This design comes from an exercise in tuning for small area on the open sky130 flow, not from production work. In this exercise RTL edits were held to simulation tests only and were not proved equivalent to the original. Power figures rest on the tool's default switching activity, not on a simulated workload.

==> design.v <==
`timescale 1ns/1ps
module fft_input_buffer (
   input  logic                clk,
   input  logic                rst_n,
   input  logic [15:0]         in_x,
   input  logic                in_nd,
   input  logic                load_go,     
   input  logic                loading,     
   input  logic [3:0]          ld_idx,      
   input  logic                ovf_ring,    
   output logic [15:0]         rd_data,     
   output logic                full,        
   output logic                overflow
);
   logic [15:0]         mem [16];
   logic [3:0]          wr_cnt;
   logic                wr_par;
   logic                rd_par;
   logic [3:0]          wr_addr;
   logic [3:0]          rd_addr;
   assign wr_addr = wr_par ? {wr_cnt[0], wr_cnt[1], wr_cnt[2], wr_cnt[3]} : wr_cnt;
   assign rd_addr = rd_par ? ld_idx : {ld_idx[0], ld_idx[1], ld_idx[2], ld_idx[3]};
   logic [15:0]         rd_sel;
   always_comb begin
      rd_data = '0;
      for (int w = 0; w < 16; w++)
      begin
         rd_sel[w] = (rd_addr == 4'(w));
         rd_data   = rd_data | (mem[w] & {16{rd_sel[w]}});
      end
   end
   always_ff @(posedge clk) begin
      if (in_nd)
      begin
         mem[wr_addr] <= in_x;
      end
   end
   always_ff @(posedge clk or negedge rst_n) begin
      if (!rst_n)
      begin
         wr_cnt   <= '0;
         wr_par   <= 1'b0;
         rd_par   <= 1'b0;
         full     <= 1'b0;
         overflow <= 1'b0;
      end
      else
      begin
         if (in_nd)
         begin
            wr_cnt <= wr_cnt + 4'd1;
            if (ovf_ring | (full & ~load_go))
            begin
               overflow <= 1'b1;
            end
         end
         if (load_go)
         begin
            full <= 1'b0;
         end
         if (in_nd & (&wr_cnt))
         begin
            full   <= 1'b1;
            wr_par <= ~wr_par;
         end
         if (loading & (&ld_idx))
         begin
            rd_par <= ~rd_par;
         end
      end
   end
endmodule
`timescale 1ns/1ps
module fft_stage_control (
   input  logic                clk,
   input  logic                rst_n,
   input  logic                full,        
   output logic                load_go,
   output logic                loading,
   output logic [3:0]          ld_idx,
   output logic [1:0]          stage,
   output logic                wb,
   output logic                use_acc,
   output logic                w4_sel,
   output logic [3:0]          mstep_eff,
   output logic [2:0]          n_eff,
   output logic                out_start
);
   localparam logic [1:0] ST_IDLE = 2'd0;
   localparam logic [1:0] ST_LOAD = 2'd1;
   localparam logic [1:0] ST_COMP = 2'd2;
   logic [1:0]          st;
   logic [3:0]          phase;
   logic [2:0]          rot;
   logic [3:0]          mstep;
   logic [2:0]          nreg;
   logic                comp;
   logic                w4;
   logic                triv;
   logic                cap;
   logic                wbn;
   logic [3:0]          cap_ph;
   logic [3:0]          wb_ph;
   logic                cap_ok;
   logic [2:0]          last_rot;
   logic [2:0]          n_cap;
   assign comp    = (st == ST_COMP);
   assign load_go = full & (st == ST_IDLE);
   assign loading = load_go | (st == ST_LOAD);
   assign ld_idx  = phase;
   function automatic logic [3:0] cap_phase(input logic s3, input logic [2:0] r);
      if (!s3)
      begin
         case (r[1:0])
            2'd0:    cap_phase = 4'd1;
            2'd1:    cap_phase = 4'd3;
            2'd2:    cap_phase = 4'd9;
            default: cap_phase = 4'd11;
         endcase
      end
      else
      begin
         case (r)
            3'd0:    cap_phase = 4'd1;
            3'd1:    cap_phase = 4'd2;
            3'd2:    cap_phase = 4'd3;
            3'd3:    cap_phase = 4'd5;
            3'd4:    cap_phase = 4'd6;
            default: cap_phase = 4'd7;
         endcase
      end
   endfunction
   assign cap_ph   = cap_phase(stage[0], rot);
   assign wb_ph    = cap_phase(stage[0], rot - 3'd1);
   assign last_rot = stage[1] ? (stage[0] ? 3'd6 : 3'd4) : 3'd0;
   assign cap_ok   = stage[1] & (rot != last_rot);
   assign cap      = comp & cap_ok & (phase == cap_ph);
   assign wbn      = comp & stage[1] & (rot != 3'd0) & (phase == wb_ph);
   assign n_cap    = stage[0] ? phase[2:0] : {phase[1:0], 1'b0};
   always_comb begin
      case (stage)
         2'd0:
         begin
            triv = ~phase[0];
            w4   = 1'b0;
         end
         2'd1:
         begin
            triv = ~phase[1];
            w4   = phase[0];
         end
         2'd2:
         begin
            triv = ~phase[2] & ~phase[0];
            w4   = phase[1];
         end
         default:
         begin
            triv = ~phase[3] & ~phase[1] & ~phase[0];
            w4   = phase[2];
         end
      endcase
   end
   assign wb        = comp & (((rot == 3'd0) & triv) | wbn);
   assign use_acc   = wbn;
   assign w4_sel    = wbn ? nreg[2] : w4;
   assign mstep_eff = cap ? 4'd0 : mstep;
   assign n_eff     = cap ? n_cap : nreg;
   assign out_start = comp & (&phase) & (&stage) & (rot == last_rot);
   always_ff @(posedge clk or negedge rst_n) begin
      if (!rst_n)
      begin
         st <= ST_IDLE;
      end
      else
      begin
         case (st)
            ST_IDLE:
            begin
               if (load_go)
               begin
                  st <= ST_LOAD;
               end
            end
            ST_LOAD:
            begin
               if (&phase)
               begin
                  st <= ST_COMP;
               end
            end
            default:
            begin
               if ((&phase) & (&stage) & (rot == last_rot))
               begin
                  st <= ST_IDLE;
               end
            end
         endcase
      end
   end
   always_ff @(posedge clk) begin
      phase <= ((st == ST_IDLE) & ~load_go) ? 4'd0 : phase + 4'd1;
      if ((st == ST_LOAD) & (&phase))
      begin
         stage <= 2'd0;
         rot   <= 3'd0;
      end
      else if (comp & (&phase))
      begin
         if (rot == last_rot)
         begin
            rot   <= 3'd0;
            stage <= stage + 2'd1;
         end
         else
         begin
            rot <= rot + 3'd1;
         end
      end
      mstep <= cap ? 4'd1 : mstep + 4'd1;
      if (cap)
      begin
         nreg <= n_cap;
      end
   end
endmodule
`timescale 1ns/1ps
module twiddle_rom (
   input  logic [1:0]          m,
   input  logic                odd,
   input  logic                k7,
   output logic [8:0]          c_re,
   output logic [8:0]          c_im
);
   always_comb begin
      case ({m, k7, odd})
         4'b0100: begin c_re = 9'h03b; c_im = 9'h1e8; end
         4'b0101: begin c_re = 9'h018; c_im = 9'h03b; end
         4'b0110: begin c_re = 9'h189; c_im = 9'h02f; end
         4'b0111: begin c_re = 9'h1cf; c_im = 9'h189; end
         4'b1000: begin c_re = 9'h02d; c_im = 9'h1d3; end
         4'b1001: begin c_re = 9'h02d; c_im = 9'h02d; end
         4'b1010: begin c_re = 9'h1a5; c_im = 9'h059; end
         4'b1011: begin c_re = 9'h1a5; c_im = 9'h1a5; end
         4'b1100: begin c_re = 9'h018; c_im = 9'h1c5; end
         4'b1101: begin c_re = 9'h03b; c_im = 9'h018; end
         4'b1110: begin c_re = 9'h1cf; c_im = 9'h075; end
         4'b1111: begin c_re = 9'h189; c_im = 9'h1cf; end
         default: begin c_re = 9'h000; c_im = 9'h000; end
      endcase
   end
endmodule
`timescale 1ns/1ps
module butterfly (
   input  logic                clk,
   input  logic [15:0]         a,
   input  logic [15:0]         b,
   input  logic                use_acc,     
   input  logic                swap,        
   input  logic [3:0]          mstep,       
   input  logic [2:0]          n,           
   input  logic                b_bit,       
   output logic [15:0]         sum,
   output logic [15:0]         dif
);
   logic [8:0]          c_re;
   logic [8:0]          c_im;
   logic                k7;
   logic                halve;
   logic [8:0]          acc_re;
   logic [8:0]          acc_im;
   logic [8:0]          acc_re_in;
   logic [8:0]          acc_im_in;
   logic [8:0]          nx_re;
   logic [8:0]          nx_im;
   assign k7    = &mstep[3:1];
   assign halve = mstep[0] & ~(mstep[3] & mstep[2]);
   twiddle_rom u_tw (
      .m(n[1:0]), .odd(mstep[0]), .k7(k7), .c_re(c_re), .c_im(c_im)
   );
   assign acc_re_in = (mstep == 4'd0) ? 9'd0 : acc_re;
   assign acc_im_in = (mstep == 4'd0) ? 9'd0 : acc_im;
   rca #(.W(9)) u_acc_re (
      .a(acc_re_in), .b(c_re & {9{b_bit}}), .ci((b_bit & k7) | (n[2] & halve)), .s(nx_re));
   rca #(.W(9)) u_acc_im (
      .a(acc_im_in), .b(c_im & {9{b_bit}}), .ci(b_bit & k7), .s(nx_im));
   always_ff @(posedge clk) begin
      if (halve)
      begin
         acc_re <= {nx_re[8], nx_re[8:1]};
         acc_im <= {nx_im[8], nx_im[8:1]};
      end
      else
      begin
         acc_re <= nx_re;
         acc_im <= nx_im;
      end
   end
   logic signed [7:0]   a_re;
   logic signed [7:0]   a_im;
   logic signed [7:0]   b_re;
   logic signed [7:0]   b_im;
   logic signed [8:0]   q_re;
   logic signed [8:0]   q_im;
   logic [8:0]          s_re;
   logic [8:0]          s_im;
   logic [8:0]          d_re;
   logic [8:0]          d_im;
   assign a_re = a[7:0];
   assign a_im = a[15:8];
   assign b_re = b[7:0];
   assign b_im = b[15:8];
   always_comb begin
      if (use_acc)
      begin
         q_re = swap ? acc_im : acc_re;
         q_im = swap ? acc_re : acc_im;
      end
      else
      begin
         q_re = swap ? 9'(b_im) : 9'(b_re);
         q_im = swap ? 9'(b_re) : 9'(b_im);
      end
   end
   logic [8:0]          qx_im;
   assign qx_im = q_im ^ {9{swap}};
   rca #(.W(9)) u_s_re (.a({a_re[7], a_re}), .b(q_re), .ci(1'b0), .s(s_re));
   rca #(.W(9)) u_d_re (.a({a_re[7], a_re}), .b(~q_re), .ci(1'b1), .s(d_re));
   rca #(.W(9)) u_s_im (.a({a_im[7], a_im}), .b(qx_im), .ci(swap), .s(s_im));
   rca #(.W(9)) u_d_im (.a({a_im[7], a_im}), .b(~qx_im), .ci(~swap), .s(d_im));
   assign sum = {s_im[8:1], s_re[8:1]};
   assign dif = {d_im[8:1], d_re[8:1]};
endmodule
module rca #(
   parameter int W = 8
) (
   input  logic [W-1:0]        a,
   input  logic [W-1:0]        b,
   input  logic                ci,
   output logic [W-1:0]        s
);
   logic [W:0]          c;
   assign c[0] = ci;
   for (genvar i = 0; i < W; i++)
   begin : g_bit
      assign s[i]   = a[i] ^ b[i] ^ c[i];
      assign c[i+1] = (a[i] & b[i]) | (a[i] & c[i]) | (b[i] & c[i]);
   end
endmodule
`timescale 1ns/1ps
module fft_work_memory (
   input  logic                clk,
   input  logic [1:0]          stage,       
   input  logic                ld_we,       
   input  logic [15:0]         ld_data,
   input  logic                wb,          
   input  logic [15:0]         sum,
   input  logic [15:0]         dif,
   input  logic [3:0]          mstep,       
   output logic [15:0]         a,           
   output logic [15:0]         b,           
   output logic                b_bit        
);
   logic [15:0]         R [16];
   assign a = R[0];
   assign b = (R[1] & {16{stage == 2'd0}}) | (R[2] & {16{stage == 2'd1}}) |
              (R[4] & {16{stage == 2'd2}}) | (R[8] & {16{stage == 2'd3}});
   logic [15:0]         diag4;
   logic [15:0]         diag8;
   for (genvar j = 0; j < 16; j++)
   begin : g_diag
      assign diag4[j] = R[(20 - j) % 16][(j % 2) * 8 + j / 2];
      assign diag8[j] = R[(24 - j) % 16][(j % 2) * 8 + j / 2];
   end
   assign b_bit = stage[0] ? diag8[mstep] : diag4[mstep];
   logic [15:0]         nR [16];
   logic                keep15;
   logic [3:0]          wd;
   assign keep15 = ~ld_we & ~wb;
   assign wd[0]  = wb & (stage == 2'd0);
   assign wd[1]  = wb & (stage == 2'd1);
   assign wd[2]  = wb & (stage == 2'd2);
   assign wd[3]  = wb & (stage == 2'd3);
   always_comb begin
      for (int q = 0; q < 15; q++)
      begin
         nR[q] = R[q + 1];
      end
      nR[0]  = wd[0] ? dif : R[1];
      nR[1]  = wd[1] ? dif : R[2];
      nR[3]  = wd[2] ? dif : R[4];
      nR[7]  = wd[3] ? dif : R[8];
      nR[15] = (R[0] & {16{keep15}}) | (ld_data & {16{ld_we}}) | (sum & {16{wb}});
   end
   always_ff @(posedge clk) begin
      for (int q = 0; q < 16; q++)
      begin
         R[q] <= nR[q];
      end
   end
endmodule
`timescale 1ns/1ps
module fft_output_buffer (
   input  logic                clk,
   input  logic                rst_n,
   input  logic                out_start,
   input  logic [15:0]         ring_word,
   input  logic                in_nd,
   input  logic                loading,
   output logic [15:0]         out_x,
   output logic                out_nd,
   output logic                ovf_ring
);
   logic [3:0]          ocnt;
   assign out_x = ring_word;
   assign ovf_ring = in_nd & out_nd & loading & ~(&ocnt);
   always_ff @(posedge clk or negedge rst_n) begin
      if (!rst_n)
      begin
         out_nd <= 1'b0;
      end
      else if (out_start)
      begin
         out_nd <= 1'b1;
      end
      else if (&ocnt)
      begin
         out_nd <= 1'b0;
      end
   end
   always_ff @(posedge clk) begin
      ocnt <= out_start ? 4'd0 : ocnt + 4'd1;
   end
endmodule
`timescale 1ns/1ps
module fft_dit_top (
   input  logic        clk,
   input  logic        rst_n,
   input  logic [15:0] in_x,
   input  logic        in_nd,
   output logic [15:0] out_x,
   output logic        out_nd,
   output logic        overflow
);
   logic                full;
   logic                load_go;
   logic                loading;
   logic [3:0]          ld_idx;
   logic [15:0]         ld_data;
   logic                ovf_ring;
   logic [1:0]          stage;
   logic                wb;
   logic                use_acc;
   logic                w4;
   logic [3:0]          mstep;
   logic [2:0]          n;
   logic                out_start;
   logic [15:0]         a;
   logic [15:0]         b;
   logic                b_bit;
   logic [15:0]         sum;
   logic [15:0]         dif;
   fft_input_buffer u_input (
      .clk(clk), .rst_n(rst_n), .in_x(in_x), .in_nd(in_nd),
      .load_go(load_go), .loading(loading), .ld_idx(ld_idx), .ovf_ring(ovf_ring),
      .rd_data(ld_data), .full(full), .overflow(overflow)
   );
   fft_stage_control u_ctrl (
      .clk(clk), .rst_n(rst_n), .full(full), .load_go(load_go),
      .loading(loading), .ld_idx(ld_idx), .stage(stage), .wb(wb),
      .use_acc(use_acc), .w4_sel(w4), .mstep_eff(mstep),
      .n_eff(n), .out_start(out_start)
   );
   fft_work_memory u_work (
      .clk(clk), .stage(stage), .ld_we(loading), .ld_data(ld_data),
      .wb(wb), .sum(sum), .dif(dif), .mstep(mstep), .a(a), .b(b),
      .b_bit(b_bit)
   );
   butterfly u_bf (
      .clk(clk), .a(a), .b(b), .use_acc(use_acc), .swap(w4),
      .mstep(mstep), .n(n), .b_bit(b_bit),
      .sum(sum), .dif(dif)
   );
   fft_output_buffer u_output (
      .clk(clk), .rst_n(rst_n), .out_start(out_start), .ring_word(a),
      .in_nd(in_nd), .loading(loading), .out_x(out_x), .out_nd(out_nd),
      .ovf_ring(ovf_ring)
   );
endmodule
==> run.sh <==
#!/bin/bash
# synth_recipe.tcl (not shown) runs the flow's synth.tcl, then flattens the netlist and writes it again
# the make line also repeats each setting of config.mk as NAME=value (left out here)
make -C /OpenROAD-flow-scripts/flow DESIGN_CONFIG=/design/flow/config.mk WORK_HOME=/design/flow/orfs CLKGATE_MAP_FILE= SYNTH_SCRIPT=/design/flow/synth_recipe.tcl finish
==> config.mk <==
export PLATFORM = sky130hd
export DESIGN_NAME = fft_dit_top
export DESIGN_NICKNAME = fft_dit_top
export VERILOG_FILES = /design/flow/design.v
export SDC_FILE = /design/flow/constraint.sdc
export NUM_CORES = 4
export LEC_CHECK = 0
export CAP_MARGIN = 20
export CORE_MARGIN = 2
export CORE_UTILIZATION = 60
export CTS_BUF_LIST = sky130_fd_sc_hd__clkbuf_8
export CTS_CLUSTER_DIAMETER = 50
export CTS_CLUSTER_SIZE = 18
export SLEW_MARGIN = 20
==> constraint.sdc <==
create_clock -name core_clock -period 10.0 [get_ports {clk}]
set_input_delay 2.0000 -clock core_clock [delete_from_list [all_inputs] [get_ports {clk}]]
set_output_delay 2.0000 -clock core_clock [all_outputs]
set_load 0.01 [all_outputs]
==> flow_metrics.env, run 1 <==
export IMPL_max_slew_worst_pin_slew_ps=1150
export IMPL_fillers=2452
export IMPL_postCtsHoldBufs=0
export IMPL_drt_iter0_drc=1069
export IMPL_cts_tree="built"
export IMPL_layout_drive_gt1_share_pct=14.2
export IMPL_final_hold_viol_count=0
export IMPL_multi_input_area_um2=6540
export IMPL_max_vdd_ir_drop_mv=0.169
export IMPL_crit_chain="inv_1 -> ha_1 -> nor2_1 -> o2111a_1 -> mux2_2 -> or4_1 -> mux2i_1 -> a21oi_1 -> o21bai_1 -> fa_1 -> inv_1 -> fa_1 -> fa_1 -> fa_1 -> fa_1 -> fa_1 -> fa_1 -> fa_1 -> xor2_1 -> nor2_1 -> a221o_1"
export IMPL_die_w_um=190
export IMPL_async_flop_share_pct=1.96
export IMPL_p_per_area_nw_per_um2=183
export IMPL_cts_buffer_depth=3
export IMPL_syn_mean_instance_area_um2=14.1
export IMPL_finalSetupViolations=0
export IMPL_core_area_um2=34300
export IMPL_crit_slowest_cell="or4_1"
export IMPL_wl_per_cell_um=24.0
export IMPL_cpPeakStageDelay_ps=940
export IMPL_ys_seq_area_share_pct=66.6
export IMPL_clock_sinks=561
export IMPL_synthCells=1478
export IMPL_clk_pin_slew_ps=100
export IMPL_die_y_um=190
export IMPL_overflow=0
export IMPL_fin_crit_ps=7770
export IMPL_synthTopCellsByArea="edfxtp_1 (37%), dfxtp_1 (28%), mux2_2 (4.5%), fa_1 (4.2%), a22oi_1 (3.1%)"
export IMPL_slew_viol_final=0
export IMPL_first_pass_iters=6
export IMPL_synth_edf_count=256
export IMPL_max_freq_mhz=129
export IMPL_seq_area_um2=13800
export IMPL_setup_tns_final_ps=0
export IMPL_ys_types=67
export IMPL_synth_warnings=8
export IMPL_syn_num_nets=1563
export IMPL_htree_num_levels=2
export IMPL_synth_commonest_cells="dfxtp_1 (294), edfxtp_1 (256), nand2_1 (92)"
export IMPL_die_area_um2=36200
export IMPL_wl_um=47900
export IMPL_io_buffers=36
export IMPL_synth_cell_area_um2=20800
export IMPL_grt_max_degree=29
export IMPL_status="complete, no violations"
export IMPL_cts_resized=0
export IMPL_p_leak_nw=8.25
export IMPL_clk_latency_ps=660
export IMPL_worst_setup_path_end_kind="flop"
export IMPL_holdCritPathClass="reg -> reg"
export IMPL_n_antenna_cell=0
export IMPL_vias=12100
export IMPL_hpwlAfterDp_um=31100
export IMPL_row_count=68
export IMPL_synth_main_ff_cell="dfxtp_1"
export IMPL_grt_pass1_wl_um=73200
export IMPL_skew_ps=28.9
export IMPL_drcViolationCount=0
export IMPL_cts_made_buffers=47
export IMPL_slew_headroom_pct=23.3
export IMPL_crit_type="reg -> reg"
export IMPL_crit_fanout=28
export IMPL_grt_use_total_pct=27.3
export IMPL_yosysTopAreaCellShare_pct=37.0
export IMPL_place_congestion=0.846
export IMPL_synth_most_common_cell="dfxtp_1"
export IMPL_io_pins=37
export IMPL_final_antenna_net_count=0
export IMPL_vias_per_cell=6.06
export IMPL_synth_largest_area_cell="edfxtp_1"
export IMPL_grt_pass1_vias=12100
export IMPL_fin_crit_sh_pct=77.7
export IMPL_syn2layout_area_growth_pct=9.32
export IMPL_crit_required_ps=10540
export IMPL_cts_root_buf="clkbuf_8"
export IMPL_finalNetCount=1597
export IMPL_grt_antenna_before_repair=0
export IMPL_start_util_pct=60.6
export IMPL_synth_seq_cells=561
export IMPL_crit_top_cell="fa_1"
export IMPL_p_total_mw=4.16
export IMPL_rsz0062_at_grt="false"
export IMPL_arrival_ps=8310
export IMPL_cap_violations=0
export IMPL_placed_area_um2=21700
export IMPL_startpoint_type="flop"
export IMPL_final_area_um2=22700
export IMPL_cts_setup_buffers=0
-- state kept, by name, indices dropped and copies added (netlist names), 2 cells and up --
register / count
u_input.wr_cnt: 4
u_work.R: 256
u_output.ocnt: 4
u_ctrl.phase: 4
u_bf.acc_re: 9
u_bf.acc_im: 9
u_ctrl.rot: 3
u_ctrl.mstep: 4
u_ctrl.stage: 2
u_ctrl.nreg: 3
u_ctrl.st: 2
u_input.mem: 256
-- per-stage QoR --
stage,hold WS [ps],cells,utilization (%),setup slack [ps]
floorplan,310,1478,-,3120
global placement,310,1918,63.3,2400
detailed placement,312,1918,63.3,2250
CTS,325,1996,66.3,2240
global route,323,1996,66.3,1710
finish,325,1996,66.3,2230
-- power by group --
part           leakage (nW)  switching (mW)  internal [mW]  total, mW
sequential             4.87          0.0508           2.52       2.58
clock                 0.528           0.804          0.588       1.39
combinational          2.86           0.136         0.0532      0.189
total                  8.25           0.991           3.17       4.16
-- cell families (layout without fill, tap and decap cells) --
kind of cell / Yosys count / in the layout / share of synthesized area [%]
AO/OA/AOI/OAI: 276 / 276 / 10.1
XOR/XNOR: 33 / 33 / 1.53
adder cells (fa/ha/maj): 66 / 66 / 5.56
buffers and inverters: 122 / 185 / 2.39
flip-flops: 561 / 561 / 66.6
multiplexers: 125 / 125 / 6.94
AND/OR/NAND/NOR: 295 / 295 / 6.90
-- critical path, delay by kind of cell (launching register included) --
family                   cells  cell delay [ps]
multiplexers                 2             1190
adder cells (fa/ha/maj)      9             3390
buffers and inverters        2              230
AND/OR/NAND/NOR              3             1210
AO/OA/AOI/OAI                4              850
XOR/XNOR                     1              270
flip-flops                   1              510
-- area by class of cell --
class                      instances  area share, %
sequential                       561           60.9
multi-input combinational        795           28.8
clock buffer                      51           3.09
timing repair buffer              64           2.51
tap                              455           2.51
clock inverter                    27           1.46
inverter                          43          0.710
-- layer usage --
| metal | vias to the layer above | track usage [%] | share of wire [%] |
|---|---|---|---|
| met3 | 103 | 3.21 | 4.4 |
| met1 | 6068 | 36.0 | 42 |
| met4 | 0 | 11.5 | 3.6 |
| met5 | - | 0 | 0 |
| li1 | 5565 | - | - |
| met2 | 368 | 46.3 | 50 |
-- layout by cell type (no fill, tap or decap), types with 19 or more instances in the layout --
cell	synthesis	layout
a31oi_1	19	19
clkdlybuf4s50_1	0	36
dfxtp_1	294	294
nand2_1	92	92
nor2_1	62	56
ha_1	22	22
o21ai_0	24	24
and3_1	24	24
inv_1	41	43
a22oi_1	85	85
edfxtp_1	256	256
mux2i_1	35	35
fa_1	44	44
mux2_2	83	83
nand4_1	22	22
a221oi_1	32	32
clkbuf_8	0	51
a21oi_1	23	23
buf_4	2	28
-- final timing paths --
| kind | startpoint | endpoint | slack (ps) | cells after the start |
|---|---|---|---|---|
| max | u_ctrl.rot[1] | u_bf.acc_im[7] | 2230 | 21 |
| min | u_work.R[6][5] | u_work.R[5][5] | 330 | 0 |
| max reg2reg | u_ctrl.rot[1] | u_bf.acc_im[7] | 2230 | 21 |
| min reg2reg | u_work.R[6][5] | u_work.R[5][5] | 330 | 0 |
| max in group asynchronous | rst_n | u_input.overflow | 7970 | 1 |
| min in group asynchronous | rst_n | u_output.out_nd | 1690 | 1 |
==> run 2, diff against run 1 <==
--- a/config.mk
+++ b/config.mk
@@ -9,3 +9,3 @@
 export CORE_MARGIN = 2
-export CORE_UTILIZATION = 60
+export CORE_UTILIZATION = 80
 export CTS_BUF_LIST = sky130_fd_sc_hd__clkbuf_8
==> flow_metrics.env, run 2 <==
export IMPL_crit_required_ps=10460
export IMPL_postCtsHoldBufs=0
export IMPL_mostFrequentLayoutCells="dfxtp_1 (294), edfxtp_1 (256), nand2_1 (92), a22oi_1 (85), mux2_2 (83)"
export IMPL_grt_max_degree=30
export IMPL_combPwrFrac_pct=5.0
export IMPL_io_buffers=36
export IMPL_io_pins=37
export IMPL_layout_drive_gt1_share_pct=13.3
export IMPL_met3_wirelength_um=5710
export IMPL_cts_made_buffers=42
export IMPL_ys_seq_area_share_pct=66.6
export IMPL_grt_pass1_vias=13300
export IMPL_cts_resized=0
export IMPL_p_leak_nw=8.14
export IMPL_syn_num_nets=1563
export IMPL_max_slew_worst_pin_slew_ps=1240
export IMPL_p_int_mw=3.03
export IMPL_wl_met1_um=17500
export IMPL_wl_met2_um=25400
export IMPL_r2r_end="u_bf.acc_im[7]"
export IMPL_htree_num_levels=2
export IMPL_vias_per_cell=7.08
export IMPL_r2r_slack_ps=2090
export IMPL_row_count=58
export IMPL_multi_input_area_um2=6540
export IMPL_cts_root_buf="clkbuf_8"
export IMPL_cts_setup_buffers=0
export IMPL_die_area_um2=27300
export IMPL_p_switching_uw=953
export IMPL_utilization_pct=88.2
export IMPL_p_clk_share_pct=29.9
export IMPL_highest_layer="met4"
export IMPL_syn2layout_area_growth_pct=7.44
export IMPL_crit_type="reg -> reg"
export IMPL_yosysTopAreaCellShare_pct=37.0
export IMPL_p_per_area_nw_per_um2=178
export IMPL_max_freq_mhz=126
export IMPL_skew_ps=40.8
export IMPL_slew_viol_final=0
export IMPL_grt_pass1_wl_um=78000
export IMPL_synth_seq_cells=561
export IMPL_fin_crit_sh_pct=79.1
export IMPL_crit_fanout=29
export IMPL_cts_tree="built"
export IMPL_wl_um=51800
export IMPL_muxShareOfSynthArea_pct=6.94
export IMPL_drt_iter0_drc=1953
export IMPL_max_vdd_ir_drop_mv=0.219
export IMPL_largest_registers="u_input.mem (256), u_work.R (256)"
export IMPL_synth_compound_area_share_pct=10.1
export IMPL_cap_violations=0
export IMPL_die_y_um=165
export IMPL_first_pass_iters=9
export IMPL_fin_crit_ps=7910
export IMPL_clock_sinks=561
export IMPL_grt_use_total_pct=39.1
export IMPL_wl_per_cell_um=27.8
export IMPL_final_hold_viol_count=0
export IMPL_holdPathEnd="u_work.R[14][5]"
export IMPL_switching_share_pct=23.9
export IMPL_power_share_sequential_pct=65.1
export IMPL_async_flop_share_pct=1.96
export IMPL_final_antenna_net_count=0
export IMPL_synth_edf_count=256
export IMPL_synth_warnings=8
export IMPL_start_util_pct=82.1
export IMPL_overflow=0
export IMPL_synth_largest_area_cell="edfxtp_1"
export IMPL_worst_r2r_cell_count=23
export IMPL_vias=13200
export IMPL_startpoint_type="flop"
export IMPL_grt_antenna_before_repair=1
export IMPL_core_area_um2=25300
export IMPL_holdCritPathClass="reg -> reg"
export IMPL_synthCells=1478
export IMPL_status="complete, no violations"
export IMPL_synth_fa_ha_area_share_pct=5.56
export IMPL_clk_latency_ps=600
export IMPL_finalNetCount=1591
export IMPL_clk_pin_slew_ps=110
export IMPL_cpPeakStageDelay_ps=910
export IMPL_slew_headroom_pct=17.3
export IMPL_whs_path_depth=0
export IMPL_synth_cell_area_um2=20800
export IMPL_synthTopCellsByArea="edfxtp_1 (37%), dfxtp_1 (28%), mux2_2 (4.5%), fa_1 (4.2%), a22oi_1 (3.1%)"
export IMPL_final_common_cell="dfxtp_1"
export IMPL_crit_chain="buf_4 -> ha_1 -> buf_4 -> xor2_1 -> nor3_1 -> a2111o_1 -> or4_1 -> mux2_2 -> o211ai_1 -> nand2_1 -> o21bai_1 -> fa_1 -> inv_1 -> fa_1 -> fa_1 -> fa_1 -> fa_1 -> fa_1 -> fa_1 -> fa_1 -> xor2_1 -> nor2_1 -> a221o_1"
export IMPL_die_w_um=165
export IMPL_r2r_start="u_ctrl.stage[0]"
export IMPL_place_congestion=0.881
export IMPL_seq_area_um2=13800
export IMPL_fillers=1017
export IMPL_synth_commonest_cells="dfxtp_1 (294), edfxtp_1 (256), nand2_1 (92)"
export IMPL_cts_buffer_depth=3
export IMPL_crit_slowest_cell="or4_1"
export IMPL_worst_setup_path_end_kind="flop"
export IMPL_rsz0062_at_grt="false"
export IMPL_syn_mean_instance_area_um2=14.1
export IMPL_worstHoldStart="u_work.R[15][5]"
export IMPL_synth_main_ff_cell="dfxtp_1"
export IMPL_synth_top_family_by_area="compound AO/OA/AOI/OAI gates"
export IMPL_synth_most_common_cell="dfxtp_1"
export IMPL_arrival_ps=8380
export IMPL_synth_xor_area_share_pct=1.53
export IMPL_ys_types=67
export IMPL_synth_simple_area_share_pct=6.90
export IMPL_drcViolationCount=0
export IMPL_finalSetupViolations=0
export IMPL_p_total_mw=3.99
export IMPL_hpwlAfterDp_um=31400
export IMPL_crit_top_cell="fa_1"
export IMPL_setup_tns_final_ps=0
-- run 2: cell counts after synthesis --
No cell type changed its count.
-- run 2: layer usage --
layer	up-vias	GRT usage, %
li1	5563	-
met1	6310	47.4
met2	1052	66.0
met3	250	8.77
met4	0	20.8
met5	-	0
-- run 2: kinds of logic (layout without fill, tap and decap cells) --
group,after synthesis,in the layout
AOI/OAI and AO/OA,276,276
xor gates and xnor gates,33,33
adders and majority gates,66,66
buffers and inverters,122,175
DFF,561,561
muxes,125,125
other,0,1
and+or+nand+nor,295,295
-- run 2: final cells by class --
type,instances,share of cell area (%)
flip-flops and latches,561,62.0
multi-input cells,795,29.3
clock buffers,44,2.71
repair buffers,63,2.52
well taps,330,1.85
clock inverters,25,0.896
inverters,43,0.723
diodes,1,0.0112
-- run 2: worst max-delay path by stage --
stage	slack, ps	cells after the start	to	startpoint
floorplan	3120	26	u_bf.acc_im[7]	u_ctrl.rot[1]
global placement	2320	23	u_bf.acc_im[7]	u_ctrl.stage[0]
detailed placement	2220	23	u_bf.acc_im[7]	u_ctrl.stage[0]
CTS	2150	23	u_bf.acc_im[7]	u_ctrl.stage[0]
global route	1660	23	u_bf.acc_im[7]	u_ctrl.stage[0]
finish	2090	23	u_bf.acc_im[7]	u_ctrl.stage[0]
-- run 2: worst max-delay path: cells and delay by family, from the launching register on --
family          cells  cell delay (ps)
flops               1              330
xor+xnor            2              450
buf+inv             3              720
compound gates      4             1140
simple gates        4             1460
mux                 1              370
fa+ha+maj           9             3310
-- run 2: through the flow --
step	std cells	hold slack [ps]	worst slack [ps]	cell area, um2
finish	1862	320	2090	22300
global route	1861	324	1660	22300
CTS	1861	321	2150	22300
detailed placement	1792	312	2220	21500
global placement	1792	310	2320	21500
floorplan	1478	310	3120	20800
-- run 2: power groups by stage --
stage	Clock [mW]	Sequential [mW]	Combinational, mW
after detailed placement	0	2.64	0.189
after CTS	1.18	2.59	0.196
after global routing	1.26	2.60	0.211
after global placement	0	2.63	0.181
final	1.19	2.59	0.201
after floorplan	0	2.60	0.122
==> run 3, diff against run 2 <==
--- a/config.mk
+++ b/config.mk
@@ -9,3 +9,3 @@
 export CORE_MARGIN = 2
-export CORE_UTILIZATION = 80
+export CORE_UTILIZATION = 70
 export CTS_BUF_LIST = sky130_fd_sc_hd__clkbuf_8
==> flow_metrics.env, run 3 <==
export IMPL_status="complete, no violations"
export IMPL_async_flop_share_pct=1.96
export IMPL_crit_required_ps=10450
export IMPL_synth_commonest_cells="dfxtp_1 (294), edfxtp_1 (256), nand2_1 (92)"
export IMPL_max_slew_worst_pin_slew_ps=1200
export IMPL_slew_viol_final=0
export IMPL_p_total_mw=3.99
export IMPL_setup_tns_final_ps=0
export IMPL_htree_num_levels=2
export IMPL_grt_pass1_wl_um=72300
export IMPL_grt_antenna_before_repair=0
export IMPL_slew_headroom_pct=20.1
export IMPL_cts_root_buf="clkbuf_8"
export IMPL_mostFrequentLayoutCells="dfxtp_1 (294), edfxtp_1 (256), nand2_1 (92), a22oi_1 (85), mux2_2 (83)"
export IMPL_synth_largest_area_cell="edfxtp_1"
export IMPL_n_antenna_cell=0
export IMPL_cts_setup_buffers=0
export IMPL_synth_main_ff_cell="dfxtp_1"
export IMPL_holdCritPathClass="reg -> reg"
export IMPL_crit_fanout=28
export IMPL_clock_sinks=561
export IMPL_place_ws_ps=2250
export IMPL_placedCellCount=1853
export IMPL_drt_iter0_drc=1393
export IMPL_synth_xor_area_share_pct=1.53
export IMPL_crit_top_cell="fa_1"
export IMPL_cts_made_buffers=43
export IMPL_hpwlAfterDp_um=30600
export IMPL_startpoint_type="flop"
export IMPL_crit_chain="inv_1 -> ha_1 -> nor2_1 -> o2111a_1 -> mux2_2 -> or4_1 -> mux2i_1 -> a21oi_1 -> o21bai_1 -> fa_1 -> inv_1 -> fa_1 -> fa_1 -> fa_1 -> fa_1 -> fa_1 -> fa_1 -> fa_1 -> xor2_1 -> nor2_1 -> a221o_1"
export IMPL_synth_fa_ha_area_share_pct=5.56
export IMPL_startpoint="u_ctrl.rot[1]"
export IMPL_synth_top_family_by_area="compound AO/OA/AOI/OAI gates"
export IMPL_synth_simple_area_share_pct=6.90
export IMPL_wl_per_cell_um=24.6
export IMPL_finalNetCount=1593
export IMPL_combPwrFrac_pct=4.8
export IMPL_crit_slowest_cell="or4_1"
export IMPL_p_per_area_nw_per_um2=178
export IMPL_p_clk_share_pct=30.6
export IMPL_largest_registers="u_input.mem (256), u_work.R (256)"
export IMPL_final_hold_viol_count=0
export IMPL_final_common_cell="dfxtp_1"
export IMPL_worst_setup_path_end_kind="flop"
export IMPL_fin_crit_sh_pct=77.7
export IMPL_row_count=63
export IMPL_crit_type="reg -> reg"
export IMPL_cpPeakStageDelay_ps=930
export IMPL_r2r_start="u_ctrl.rot[1]"
export IMPL_cts_resized=0
export IMPL_p_leak_nw=8.19
export IMPL_layout_drive_gt1_share_pct=13.1
export IMPL_die_y_um=176
export IMPL_grt_pass1_vias=12600
export IMPL_rsz0062_at_grt="false"
export IMPL_io_pins=37
export IMPL_finalSetupViolations=0
export IMPL_p_switching_uw=914
export IMPL_switching_share_pct=22.9
export IMPL_critPathBufInv=2
export IMPL_synth_edf_count=256
export IMPL_overflow=0
export IMPL_place_congestion=0.832
export IMPL_cts_buffer_depth=3
export IMPL_syn_num_nets=1563
export IMPL_final_area_um2=22500
export IMPL_final_antenna_net_count=0
export IMPL_synth_most_common_cell="dfxtp_1"
export IMPL_syn2layout_area_growth_pct=8.00
export IMPL_yosysTopAreaCellShare_pct=37.0
export IMPL_cts_tree="built"
export IMPL_grt_max_degree=29
export IMPL_vias=12400
export IMPL_crit_family="adder cells"
export IMPL_ys_types=67
export IMPL_synth_cell_area_um2=20800
export IMPL_synth_warnings=8
export IMPL_post_route_worst_setup_slack_ps=2230
export IMPL_max_freq_mhz=129
export IMPL_final_cells=1927
export IMPL_placed_area_um2=21600
export IMPL_core_area_um2=29400
export IMPL_start_util_pct=70.7
export IMPL_drcViolationCount=0
export IMPL_wl_um=47300
export IMPL_syn_mean_instance_area_um2=14.1
export IMPL_clk_latency_ps=600
export IMPL_muxShareOfSynthArea_pct=6.94
export IMPL_arrival_ps=8230
export IMPL_p_int_mw=3.08
export IMPL_grt_use_total_pct=31.1
export IMPL_die_area_um2=31100
export IMPL_fillers=1780
export IMPL_worstHoldStart="u_work.R[5][1]"
export IMPL_die_w_um=176
export IMPL_synth_seq_cells=561
export IMPL_power_share_sequential_pct=64.6
export IMPL_vias_per_cell=6.46
export IMPL_fin_crit_ps=7770
export IMPL_synthCells=1478
export IMPL_ys_seq_area_share_pct=66.6
export IMPL_clk_pin_slew_ps=110
export IMPL_max_vdd_ir_drop_mv=0.178
export IMPL_postCtsHoldBufs=0
export IMPL_io_buffers=36
export IMPL_synthTopCellsByArea="edfxtp_1 (37%), dfxtp_1 (28%), mux2_2 (4.5%), fa_1 (4.2%), a22oi_1 (3.1%)"
export IMPL_cap_violations=0
export IMPL_synth_compound_area_share_pct=10.1
export IMPL_skew_ps=47.7
export IMPL_first_pass_iters=6
==> run 3: cell counts after synthesis <==
No cell type changed its count.
==> run 3: layer usage <==
layer	wire length (um)	GRT usage, %	vias to the layer above
li1	-	-	5566
met1	18300	39.8	6113
met2	23200	52.7	608
met3	3480	4.26	160
met4	2410	15.6	0
met5	0	0	-
==> run 3: logic make-up after synthesis <==
family / after synthesis
multiplexers: 125
XOR/XNOR: 33
AND/OR/NAND/NOR: 295
buffers and inverters: 122
flip-flops: 561
AO/OA/AOI/OAI: 276
adder cells (fa/ha/maj): 66
==> run 3: worst register-to-register path: stages (launching register included) <==
cell	delay [ps]
dfxtp_1	510
inv_1	170
ha_1	300
nor2_1	200
o2111a_1	230
mux2_2	350
or4_1	930
mux2i_1	840
a21oi_1	90
o21bai_1	210
fa_1	200
inv_1	50
fa_1	440
fa_1	460
fa_1	440
fa_1	380
fa_1	380
fa_1	400
fa_1	390
xor2_1	260
nor2_1	70
a221o_1	330
==> run 3: metrics by stage <==
step                hold WS, ps  utilization (%)
detailed placement          312             73.4
floorplan                   310                -
global placement            310             73.4
CTS                         304             76.4
finish                      310             76.4
global route                308             76.4
==> run 3: power groups by stage <==
| stage | logic (mW) | clock network (mW) | registers [mW] |
|---|---|---|---|
| after global placement | 0.185 | 0 | 2.62 |
| after CTS | 0.192 | 1.24 | 2.58 |
| after floorplan | 0.122 | 0 | 2.60 |
| after global routing | 0.205 | 1.32 | 2.59 |
| after detailed placement | 0.190 | 0 | 2.63 |
| final | 0.193 | 1.22 | 2.58 |
==> run 3: final cells by class <==
cell class	count	area [um2]	area share (%)
Inverter	43	161	0.719
Multi-Input combinational cell	795	6530	29.1
Clock buffer	43	592	2.64
Sequential cell	561	13800	61.7
Clock inverter	31	263	1.17
Timing Repair Buffer	64	571	2.54
Tap cell	390	488	2.17
==> run 3: worst paths after layout <==
| path | endpoint | slack [ps] | cells after the start |
|---|---|---|---|
| min in group asynchronous | u_input.wr_cnt[1] | 1740 | 1 |
| min reg2reg | u_work.R[4][1] | 310 | 0 |
| max in group asynchronous | u_input.overflow | 7930 | 1 |
| max | u_bf.acc_im[7] | 2230 | 21 |
| min | u_work.R[4][1] | 310 | 0 |
| max reg2reg | u_bf.acc_im[7] | 2230 | 21 |
==> run 4, diff against run 3 <==
--- a/config.mk
+++ b/config.mk
@@ -9,4 +9,4 @@
 export CORE_MARGIN = 2
-export CORE_UTILIZATION = 70
-export CTS_BUF_LIST = sky130_fd_sc_hd__clkbuf_8
+export CORE_UTILIZATION = 60
+export CTS_BUF_LIST = sky130_fd_sc_hd__clkbuf_8 sky130_fd_sc_hd__clkbuf_16
 export CTS_CLUSTER_DIAMETER = 50
==> flow_metrics.env, run 4 <==
export IMPL_status="complete, no violations"
export IMPL_fillers=2363
export IMPL_htree_num_levels=2
export IMPL_crit_fanout=28
export IMPL_vias=12100
export IMPL_postCtsHoldBufs=0
export IMPL_first_pass_iters=6
export IMPL_synth_most_common_cell="dfxtp_1"
export IMPL_drcViolationCount=0
export IMPL_max_vdd_ir_drop_mv=0.182
export IMPL_finalNetCount=1597
export IMPL_max_freq_mhz=128
export IMPL_synth_edf_count=256
export IMPL_synth_seq_cells=561
export IMPL_start_util_pct=60.6
export IMPL_worst_setup_path_end_kind="flop"
export IMPL_synth_commonest_cells="dfxtp_1 (294), edfxtp_1 (256), nand2_1 (92)"
export IMPL_wl_per_cell_um=24.0
export IMPL_n_antenna_cell=0
export IMPL_overflow=0
export IMPL_grt_pass1_wl_um=73400
export IMPL_worstHoldStart="u_work.R[10][8]"
export IMPL_synth_warnings=8
export IMPL_r2r_start="u_ctrl.rot[1]"
export IMPL_holdPathEnd="u_work.R[9][8]"
export IMPL_finalSetupViolations=0
export IMPL_cts_root_buf="clkbuf_16"
export IMPL_p_per_area_nw_per_um2=199
export IMPL_synth_largest_area_cell="edfxtp_1"
export IMPL_setup_tns_final_ps=0
export IMPL_die_area_um2=36200
export IMPL_multi_input_area_um2=6540
export IMPL_seq_area_um2=13800
export IMPL_place_congestion=0.846
export IMPL_largest_registers="u_input.mem (256), u_work.R (256)"
export IMPL_yosysTopAreaCellShare_pct=37.0
export IMPL_ys_types=67
export IMPL_final_hold_viol_count=0
export IMPL_grt_use_total_pct=27.4
export IMPL_synthTopCellsByArea="edfxtp_1 (37%), dfxtp_1 (28%), mux2_2 (4.5%), fa_1 (4.2%), a22oi_1 (3.1%)"
export IMPL_async_flop_share_pct=1.96
export IMPL_final_common_cell="dfxtp_1"
export IMPL_drt_iter0_drc=1075
export IMPL_startpoint_type="flop"
export IMPL_wl_um=48000
export IMPL_r2r_end="u_bf.acc_im[7]"
export IMPL_crit_chain="inv_1 -> ha_1 -> nor2_1 -> o2111a_1 -> mux2_2 -> or4_1 -> mux2i_1 -> a21oi_1 -> o21bai_1 -> fa_1 -> inv_1 -> fa_1 -> fa_1 -> fa_1 -> fa_1 -> fa_1 -> fa_1 -> fa_1 -> xor2_1 -> nor2_1 -> a221o_1"
export IMPL_grt_antenna_before_repair=0
export IMPL_worst_r2r_cell_count=21
export IMPL_slew_headroom_pct=22.8
export IMPL_syn_num_nets=1563
export IMPL_holdCritPathClass="reg -> reg"
export IMPL_cts_setup_buffers=0
export IMPL_cts_resized=0
export IMPL_crit_required_ps=10460
export IMPL_ys_seq_area_share_pct=66.6
export IMPL_grt_max_degree=29
export IMPL_p_total_mw=4.63
export IMPL_p_clk_share_pct=40.3
export IMPL_fin_crit_sh_pct=78.0
export IMPL_core_area_um2=34300
export IMPL_cts_made_buffers=47
export IMPL_cpPeakStageDelay_ps=940
export IMPL_io_buffers=36
export IMPL_switching_share_pct=22.7
export IMPL_rsz0062_at_grt="false"
export IMPL_clock_sinks=561
export IMPL_cts_buffer_depth=3
export IMPL_cap_violations=0
export IMPL_hpwlAfterDp_um=31100
export IMPL_fin_crit_ps=7800
export IMPL_p_leak_nw=8.50
export IMPL_startpoint="u_ctrl.rot[1]"
export IMPL_slew_viol_final=0
export IMPL_crit_type="reg -> reg"
export IMPL_p_int_mw=3.58
export IMPL_grt_pass1_vias=12100
export IMPL_r2r_slack_ps=2200
export IMPL_syn2layout_area_growth_pct=11.9
export IMPL_layout_drive_gt1_share_pct=14.2
export IMPL_cts_tree="built"
export IMPL_arrival_ps=8260
export IMPL_vias_per_cell=6.07
export IMPL_synthCells=1478
export IMPL_die_w_um=190
export IMPL_crit_slowest_cell="or4_1"
export IMPL_io_pins=37
export IMPL_syn_mean_instance_area_um2=14.1
export IMPL_skew_ps=16.4
export IMPL_clk_latency_ps=580
export IMPL_max_slew_worst_pin_slew_ps=1160
export IMPL_mostFrequentLayoutCells="dfxtp_1 (294), edfxtp_1 (256), nand2_1 (92), a22oi_1 (85), mux2_2 (83)"
export IMPL_clk_pin_slew_ps=70
export IMPL_synth_main_ff_cell="dfxtp_1"
export IMPL_row_count=68
export IMPL_whs_path_depth=0
export IMPL_crit_top_cell="fa_1"
export IMPL_synth_cell_area_um2=20800
export IMPL_final_antenna_net_count=0
export IMPL_p_switching_mw=1.05
export IMPL_die_y_um=190
export IMPL_power_share_sequential_pct=55.6
export IMPL_combPwrFrac_pct=4.1
run 4: how the worst max path moves through the flow:
stage	end	slack, ps	cells after the start
after global placement	u_bf.acc_im[7]	2400	21
after global routing	u_bf.acc_im[7]	1710	21
final	u_bf.acc_im[7]	2200	21
after floorplan	u_bf.acc_im[7]	3120	26
after detailed placement	u_bf.acc_im[7]	2250	21
after CTS	u_bf.acc_im[7]	2240	21
run 4: power groups by stage:
stage	Clock, mW	Sequential [mW]	Combinational, mW
final	1.87	2.58	0.188
after detailed placement	0	2.63	0.191
after global placement	0	2.62	0.185
after global routing	1.99	2.59	0.206
after CTS	1.90	2.58	0.191
after floorplan	0	2.60	0.122
run 4: metal layers:
| layer | global-route usage, % | part of all wire [%] |
|---|---|---|
| met1 | 36.3 | 42 |
| met2 | 46.6 | 50 |
| met3 | 3.58 | 5.3 |
| met4 | 10.2 | 3.0 |
| met5 | 0 | 0 |
run 4: cells by family after synthesis:
kind of cell               Yosys count  share of synthesized area (%)
DFF                                561                           66.6
and+or+nand+nor                    295                           6.90
AOI/OAI and AO/OA                  276                           10.1
muxes                              125                           6.94
buffers and inverters              122                           2.39
adders and majority gates           66                           5.56
xor gates and xnor gates            33                           1.53
run 4: final cells by class:
type	count	area share [%]
clock buffers	52	5.49
clock inverters	26	1.30
multi-input cells	795	28.1
well taps	455	2.45
repair buffers	64	2.45
inverters	43	0.694
flip-flops and latches	561	59.5
run 4: worst max-delay path, delay by kind of cell (launching register included):
kind | cells | cell delay (ps)
fa+ha+maj | 9 | 3390
simple gates | 3 | 1210
mux | 2 | 1200
compound gates | 4 | 870
flops | 1 | 500
xor+xnor | 1 | 270
buf+inv | 2 | 230
run 4: stage by stage:
stage	hold WS, ps	instance area, um2	util, %	cells	setup WS, ps
3_5_place_dp	312	21700	63.3	1918	2250
6_report	325	23300	67.9	1996	2200
5_1_grt	328	23300	67.9	1996	1710
2_1_floorplan	310	20800	-	1478	3120
3_3_place_gp	310	21700	63.3	1918	2400
4_1_cts	325	23300	67.9	1996	2240
==> run 5, diff against run 4 <==
==> flow/run.sh (new file) <==
#!/bin/bash
# Own flow: the standard layout, with the port buffers made of the
# smallest buffer cell instead of the default choice.
set -o pipefail
cp standard.sh standard_copy.sh.txt 2>/dev/null
export BUFFER_PORTS_ARGS="-buffer_cell sky130_fd_sc_hd__buf_1"
bash standard.sh > standard.log 2>&1
==> standard.sh (new file) <==
#!/bin/bash
# synth_recipe.tcl (not shown) runs the flow's synth.tcl, then flattens the netlist and writes it again
# the make line also repeats each setting of config.mk as NAME=value (left out here)
make -C /OpenROAD-flow-scripts/flow DESIGN_CONFIG=/design/flow/config.mk WORK_HOME=/design/flow/orfs CLKGATE_MAP_FILE= SYNTH_SCRIPT=/design/flow/synth_recipe.tcl "${@:-finish}"
--- a/config.mk
+++ b/config.mk
@@ -10,3 +10,3 @@
 export CORE_UTILIZATION = 60
-export CTS_BUF_LIST = sky130_fd_sc_hd__clkbuf_8 sky130_fd_sc_hd__clkbuf_16
+export CTS_BUF_LIST = sky130_fd_sc_hd__clkbuf_8
 export CTS_CLUSTER_DIAMETER = 50
removed: run.sh
==> flow_metrics.env, run 5 <==
export IMPL_status="complete, no violations"
export IMPL_p_total_mw=4.21
export IMPL_worst_r2r_cell_count=22
export IMPL_ys_seq_area_share_pct=66.6
export IMPL_grt_max_degree=29
export IMPL_crit_fanout=28
export IMPL_synth_seq_cells=561
export IMPL_overflow=0
export IMPL_synth_warnings=8
export IMPL_syn2layout_area_growth_pct=8.60
export IMPL_finalNetCount=1597
export IMPL_syn_mean_instance_area_um2=14.1
export IMPL_synthCells=1478
export IMPL_core_area_um2=34300
export IMPL_r2r_end="u_bf.acc_im[7]"
export IMPL_slew_headroom_pct=21.7
export IMPL_die_y_um=190
export IMPL_power_share_sequential_pct=61.1
export IMPL_layout_drive_gt1_share_pct=14.3
export IMPL_final_common_cell="dfxtp_1"
export IMPL_vias=12000
export IMPL_grt_pass1_vias=12000
export IMPL_synth_largest_area_cell="edfxtp_1"
export IMPL_p_int_mw=3.22
export IMPL_syn_num_nets=1563
export IMPL_switching_share_pct=23.6
export IMPL_max_freq_mhz=134
export IMPL_synth_most_common_cell="dfxtp_1"
export IMPL_yosysTopAreaCellShare_pct=37.0
export IMPL_clk_latency_ps=660
export IMPL_first_pass_iters=6
export IMPL_synth_cell_area_um2=20800
export IMPL_p_per_area_nw_per_um2=187
export IMPL_rsz0062_at_grt="false"
export IMPL_cts_tree="built"
export IMPL_holdCritPathClass="reg -> reg"
export IMPL_hpwlAfterDp_um=30800
export IMPL_synth_edf_count=256
export IMPL_place_congestion=0.845
export IMPL_arrival_ps=7990
export IMPL_synthTopCellsByArea="edfxtp_1 (37%), dfxtp_1 (28%), mux2_2 (4.5%), fa_1 (4.2%), a22oi_1 (3.1%)"
export IMPL_holdPathEnd="u_work.R[12][4]"
export IMPL_finalHoldWorstSlack_ps=311
export IMPL_htree_num_levels=2
export IMPL_startpoint_type="flop"
export IMPL_crit_required_ps=10530
export IMPL_die_area_um2=36200
export IMPL_wl_per_cell_um=23.5
export IMPL_largest_registers="u_input.mem (256), u_work.R (256)"
export IMPL_die_w_um=190
export IMPL_clk_pin_slew_ps=110
export IMPL_ys_types=67
export IMPL_cts_made_buffers=48
export IMPL_r2r_slack_ps=2540
export IMPL_max_slew_worst_pin_slew_ps=1170
export IMPL_crit_type="reg -> reg"
export IMPL_clock_sinks=561
export IMPL_drt_iter0_drc=971
export IMPL_max_vdd_ir_drop_mv=0.175
export IMPL_utilization_pct=65.8
export IMPL_synth_main_ff_cell="dfxtp_1"
export IMPL_finalSetupViolations=0
export IMPL_p_switching_uw=995
export IMPL_drcViolationCount=0
export IMPL_row_count=68
export IMPL_cts_root_buf="clkbuf_8"
export IMPL_synth_commonest_cells="dfxtp_1 (294), edfxtp_1 (256), nand2_1 (92)"
export IMPL_r2r_start="u_ctrl.rot[1]"
export IMPL_cts_resized=0
export IMPL_final_antenna_net_count=0
export IMPL_skew_ps=40.1
export IMPL_vias_per_cell=6.00
export IMPL_io_buffers=36
export IMPL_p_leak_nw=8.21
export IMPL_slew_viol_final=0
export IMPL_io_pins=37
export IMPL_async_flop_share_pct=1.96
export IMPL_worst_setup_path_end_kind="flop"
export IMPL_whs_path_depth=0
export IMPL_worstHoldStart="u_work.R[13][4]"
export IMPL_wl_um=47100
export IMPL_p_clk_share_pct=34.5
export IMPL_final_area_um2=22600
export IMPL_grt_antenna_before_repair=0
export IMPL_start_util_pct=60.6
export IMPL_cap_violations=0
export IMPL_cts_buffer_depth=3
export IMPL_grt_use_total_pct=26.8
export IMPL_grt_pass1_wl_um=71900
export IMPL_mostFrequentLayoutCells="dfxtp_1 (294), edfxtp_1 (256), nand2_1 (92), a22oi_1 (85), mux2_2 (83)"
export IMPL_fin_crit_ps=7460
export IMPL_placed_area_um2=21500
export IMPL_final_hold_viol_count=0
export IMPL_fin_crit_sh_pct=74.6
export IMPL_combPwrFrac_pct=4.4
export IMPL_setup_tns_final_ps=0
export IMPL_cts_setup_buffers=0
export IMPL_postCtsHoldBufs=0
## run 5: changes by cell type in the layout (fill, tap and decap cells not counted), sizes merged
cell | before | now
clkbuf | 52 | 51
buf | 28 | 63
clkdlybuf4s50 | 36 | 0
diode | 0 | 1
inv | 53 | 61
bufinv | 2 | 5
clkinvlp | 2 | 3
clkinv | 12 | 9
## run 5: cells by family (layout without fill, tap and decap cells)
kind of cell / count (synthesis) / after routing / share of synthesized area [%]
adder cells (fa/ha/maj): 66 / 66 / 5.56
AND/OR/NAND/NOR: 295 / 295 / 6.90
multiplexers: 125 / 125 / 6.94
buffers and inverters: 122 / 192 / 2.39
other: 0 / 1 / 0
XOR/XNOR: 33 / 33 / 1.53
AO/OA/AOI/OAI: 276 / 276 / 10.1
flip-flops: 561 / 561 / 66.6
## run 5: worst max-delay path by stage
stage / slack (ps) / depth (start not counted) / start / end
floorplan: 3120 / 26 / u_ctrl.rot[1] / u_bf.acc_im[7]
global placement: 2700 / 22 / u_ctrl.rot[1] / u_bf.acc_im[7]
detailed placement: 2590 / 23 / u_ctrl.rot[1] / u_bf.acc_im[7]
CTS: 2580 / 23 / u_ctrl.rot[1] / u_bf.acc_im[7]
global route: 2190 / 22 / u_ctrl.rot[1] / u_bf.acc_im[7]
finish: 2540 / 22 / u_ctrl.rot[1] / u_bf.acc_im[7]
## run 5: area by class of cell
cell class	count	area [um2]
well taps	455	569
flip-flops and latches	561	13800
multi-input cells	795	6540
inverters	43	161
diodes	1	2.50
fillers	2544	11700
repair buffers	63	338
clock buffers	51	702
clock inverters	35	414
## run 5: metrics by stage
stage / cells / worst slack [ps]
floorplan: 1478 / 3120
CTS: 2003 / 2580
finish: 2004 / 2540
global route: 2003 / 2190
global placement: 1917 / 2700
detailed placement: 1917 / 2590
## run 5: layer usage
layer / part of all wire (%) / up-vias / global-route usage (%)
met3: 5.7 / 86 / 4.24
met5: 0 / - / 0
li1: - / 5573 / -
met2: 50 / 378 / 46.7
met1: 41 / 5984 / 34.8
met4: 2.6 / 0 / 8.08
## run 5: worst max-delay path, stage by stage, from the launching register on
cell and delay (ps):
dfxtp_1 500, inv_1 170, ha_1 300, nor2_1 190, o2111a_1 220, mux2_2 340
or4_1 500, buf_4 240, mux2i_1 740, a21oi_1 80, o21bai_1 220, fa_1 190
inv_1 50, fa_1 440, fa_1 460, fa_1 440, fa_1 380, fa_1 390
fa_1 390, fa_1 380, xor2_1 280, nor2_1 80, a221o_1 340
## run 5: power groups by stage
stage                     clock, mW  sequential, mW  combinational [mW]
after detailed placement          0            2.63               0.185
after global placement            0            2.62               0.181
after CTS                      1.49            2.57               0.186
final                          1.45            2.57               0.184
after floorplan                   0            2.60               0.122
after global routing           1.58            2.59               0.201
==> run 6, diff against run 5 <==
==> flow/run.sh (replaced) <==
#!/bin/bash
# Own flow: the standard layout (standard.sh, unchanged synthesis and
# steps), with each port buffer made of the smallest buffer cell instead of
# the default choice. The full make output goes to standard.log.
set -o pipefail
export BUFFER_PORTS_ARGS="-buffer_cell sky130_fd_sc_hd__buf_1"
bash standard.sh > standard.log 2>&1
--- a/config.mk
+++ b/config.mk
@@ -9,3 +9,3 @@
 export CORE_MARGIN = 2
-export CORE_UTILIZATION = 60
+export CORE_UTILIZATION = 70
 export CTS_BUF_LIST = sky130_fd_sc_hd__clkbuf_8
==> flow_metrics.env, run 6 <==
export IMPL_cts_setup_buffers=0
export IMPL_async_flop_share_pct=1.96
export IMPL_r2r_slack_ps=2200
export IMPL_die_y_um=176
export IMPL_endpoint="u_bf.acc_im[7]"
export IMPL_crit_top_cell="fa_1"
export IMPL_crit_required_ps=10470
export IMPL_r2r_start="u_ctrl.rot[1]"
export IMPL_syn_num_nets=1563
export IMPL_yosysTopAreaCellShare_pct=37.0
export IMPL_final_hold_viol_count=0
export IMPL_setup_tns_final_ps=0
export IMPL_cts_buffer_depth=3
export IMPL_crit_type="reg -> reg"
export IMPL_crit_chain="inv_1 -> ha_1 -> nor2_1 -> o2111a_1 -> mux2_2 -> or4_1 -> mux2i_1 -> a21oi_1 -> o21bai_1 -> fa_1 -> inv_1 -> fa_1 -> fa_1 -> fa_1 -> fa_1 -> fa_1 -> fa_1 -> fa_1 -> xor2_1 -> nor2_1 -> a221o_1"
export IMPL_multi_input_area_um2=6530
export IMPL_seq_area_um2=13800
export IMPL_startpoint="u_ctrl.rot[1]"
export IMPL_rsz0062_at_grt="false"
export IMPL_io_buffers=36
export IMPL_finalNetCount=1596
export IMPL_fillers=1862
export IMPL_hpwlAfterDp_um=30700
export IMPL_vias_per_cell=6.43
export IMPL_overflow=0
export IMPL_final_area_um2=22200
export IMPL_cts_made_buffers=44
export IMPL_synth_warnings=8
export IMPL_n_antenna_cell=0
export IMPL_worst_setup_path_end_kind="flop"
export IMPL_grt_max_degree=29
export IMPL_cap_violations=0
export IMPL_cpPeakStageDelay_ps=920
export IMPL_row_count=63
export IMPL_skew_ps=63.3
export IMPL_synth_most_common_cell="dfxtp_1"
export IMPL_clk_latency_ps=630
export IMPL_syn_mean_instance_area_um2=14.1
export IMPL_synthTopCellsByArea="edfxtp_1 (37%), dfxtp_1 (28%), mux2_2 (4.5%), fa_1 (4.2%), a22oi_1 (3.1%)"
export IMPL_slew_viol_final=0
export IMPL_cts_resized=0
export IMPL_r2r_end="u_bf.acc_im[7]"
export IMPL_grt_antenna_before_repair=0
export IMPL_wl_per_cell_um=24.5
export IMPL_synth_seq_cells=561
export IMPL_p_leak_nw=8.08
export IMPL_synth_main_ff_cell="dfxtp_1"
export IMPL_holdCritPathClass="reg -> reg"
export IMPL_grt_pass1_wl_um=71800
export IMPL_place_congestion=0.849
export IMPL_die_area_um2=31100
export IMPL_postCtsHoldBufs=0
export IMPL_first_pass_iters=8
export IMPL_die_w_um=176
export IMPL_clk_pin_slew_ps=100
export IMPL_worst_r2r_cell_count=21
export IMPL_cts_root_buf="clkbuf_8"
export IMPL_finalSetupViolations=0
export IMPL_slew_headroom_pct=24.2
export IMPL_drt_iter0_drc=1410
export IMPL_max_slew_worst_pin_slew_ps=1140
export IMPL_synth_edf_count=256
export IMPL_grt_pass1_vias=12400
export IMPL_largest_registers="u_input.mem (256), u_work.R (256)"
export IMPL_status="complete, no violations"
export IMPL_place_ws_ps=2270
export IMPL_cts_tree="built"
export IMPL_io_pins=37
export IMPL_max_freq_mhz=128
export IMPL_p_total_mw=3.99
export IMPL_fin_crit_ps=7800
export IMPL_crit_fanout=28
export IMPL_htree_num_levels=2
export IMPL_clock_sinks=561
export IMPL_synthCells=1478
export IMPL_drcViolationCount=0
export IMPL_max_vdd_ir_drop_mv=0.176
export IMPL_core_area_um2=29400
export IMPL_final_antenna_net_count=0
export IMPL_startpoint_type="flop"
export IMPL_synth_largest_area_cell="edfxtp_1"
export IMPL_final_common_cell="dfxtp_1"
export IMPL_synth_commonest_cells="dfxtp_1 (294), edfxtp_1 (256), nand2_1 (92)"
export IMPL_arrival_ps=8270
export IMPL_mostFrequentLayoutCells="dfxtp_1 (294), edfxtp_1 (256), nand2_1 (92), a22oi_1 (85), mux2_2 (83)"
export IMPL_syn2layout_area_growth_pct=6.95
export IMPL_p_per_area_nw_per_um2=179
export IMPL_fin_crit_sh_pct=78.0
export IMPL_crit_slowest_cell="or4_1"
export IMPL_utilization_pct=75.6
export IMPL_ys_seq_area_share_pct=66.6
export IMPL_ys_types=67
export IMPL_start_util_pct=70.7
export IMPL_grt_use_total_pct=30.8
export IMPL_synth_cell_area_um2=20800
export IMPL_vias=12400
export IMPL_post_route_worst_setup_slack_ps=2200
export IMPL_wl_um=47200
export IMPL_placed_area_um2=21400
export IMPL_layout_drive_gt1_share_pct=13.3
==> run 6: cell types whose count changed in the layout (fill, tap and decap cells not counted), sizes merged <==
| cell | previous run | this run |
|---|---|---|
| buf | 63 | 66 |
| inv | 61 | 57 |
| bufinv | 5 | 1 |
| clkinv | 9 | 6 |
| clkbuf | 51 | 48 |
| clkinvlp | 3 | 2 |
| diode | 1 | 0 |
==> run 6: where the power goes <==
part | switching [mW] | total, mW | internal (mW)
sequential | 0.0547 | 2.58 | 2.52
combinational | 0.137 | 0.186 | 0.0491
clock | 0.734 | 1.22 | 0.486
total | 0.926 | 3.99 | 3.06
==> run 6: worst min path at each step <==
stage	to	from	cells past startpoint	slack [ps]
2_1_floorplan	u_work.R[10][0]	u_work.R[11][0]	0	310
3_3_place_gp	u_work.R[14][1]	u_work.R[15][1]	0	310
3_5_place_dp	u_work.R[13][7]	u_work.R[14][7]	0	310
4_1_cts	u_work.R[4][0]	u_work.R[5][0]	0	290
5_1_grt	u_work.R[4][0]	u_work.R[5][0]	0	290
6_report	u_work.R[4][0]	u_work.R[5][0]	0	300
==> run 6: worst max-delay path, delay by kind of cell, from the launching register on <==
| family | cells | cell delay [ps] |
|---|---|---|
| fa+ha+maj | 9 | 3390 |
| compound gates | 4 | 870 |
| simple gates | 3 | 1200 |
| xor+xnor | 1 | 270 |
| buf+inv | 2 | 210 |
| flops | 1 | 520 |
| mux | 2 | 1190 |
==> run 6: layout make-up <==
type                    instances  share of cell area, %
inverters                      43                  0.726
multi-input cells             795                   29.4
flip-flops and latches        561                   62.3
well taps                     390                   2.19
clock inverters                23                  0.816
clock buffers                  48                   2.97
repair buffers                 66                   1.62
==> run 6: cell families (layout without fill, tap and decap cells) <==
| group | after synthesis | after routing | share of synthesized area (%) |
|---|---|---|---|
| multiplexers | 125 | 125 | 6.94 |
| AO/OA/AOI/OAI | 276 | 276 | 10.1 |
| adder cells (fa/ha/maj) | 66 | 66 | 5.56 |
| AND/OR/NAND/NOR | 295 | 295 | 6.90 |
| buffers and inverters | 122 | 180 | 2.39 |
| flip-flops | 561 | 561 | 66.6 |
| XOR/XNOR | 33 | 33 | 1.53 |
==> run 6: per-stage QoR <==
step,hold WS [ps],instances
finish,299,1926
global route,292,1926
CTS,286,1926
detailed placement,312,1855
global placement,310,1855
floorplan,310,1478
==> run 6: metal layers <==
metal | wire (um) | track usage, % | up-vias | share of wire [%]
met5 | 0 | 0 | - | 0
met4 | 1920 | 12.1 | 0 | 4.1
met3 | 3310 | 4.01 | 117 | 7.0
met2 | 23400 | 52.8 | 558 | 50
met1 | 18500 | 40.4 | 6133 | 39
li1 | - | - | 5571 | -

re-timing with driven ports:
In the flow no input, the clock included, has a driving cell. The finished layouts below were timed again as built, in two steps. Step 1 (the two cells are an assumption about what drives the block):
set clk [get_ports {clk}]
set_driving_cell -lib_cell sky130_fd_sc_hd__clkbuf_16 $clk
set_driving_cell -lib_cell sky130_fd_sc_hd__buf_2 [delete_from_list [all_inputs] $clk]
Step 2 times the ports against the registers' clock, not the clock port: input delays grow and output delays shrink by t, the midpoint of the rising clock arrivals with the driver on. Slacks: no drivers / after step 1 / after step 2; pairs: no drivers / after step 1.
run	shift t [ns]	setup WS [ns]	worst register clock-pin slew, ns
run 1	0.698	2.231 / 2.231 / 2.231	0.11 / 0.11
run 2	0.621	2.088 / 2.088 / 2.088	0.12 / 0.12
run 3	0.623	2.227 / 2.227 / 2.227	0.11 / 0.11
run 4	0.628	2.199 / 2.199 / 2.199	0.07 / 0.07
run 5	0.690	2.544 / 2.544 / 2.544	0.11 / 0.11
run 6	0.647	2.203 / 2.203 / 2.203	0.11 / 0.11
After both steps every run listed still meets setup and hold.
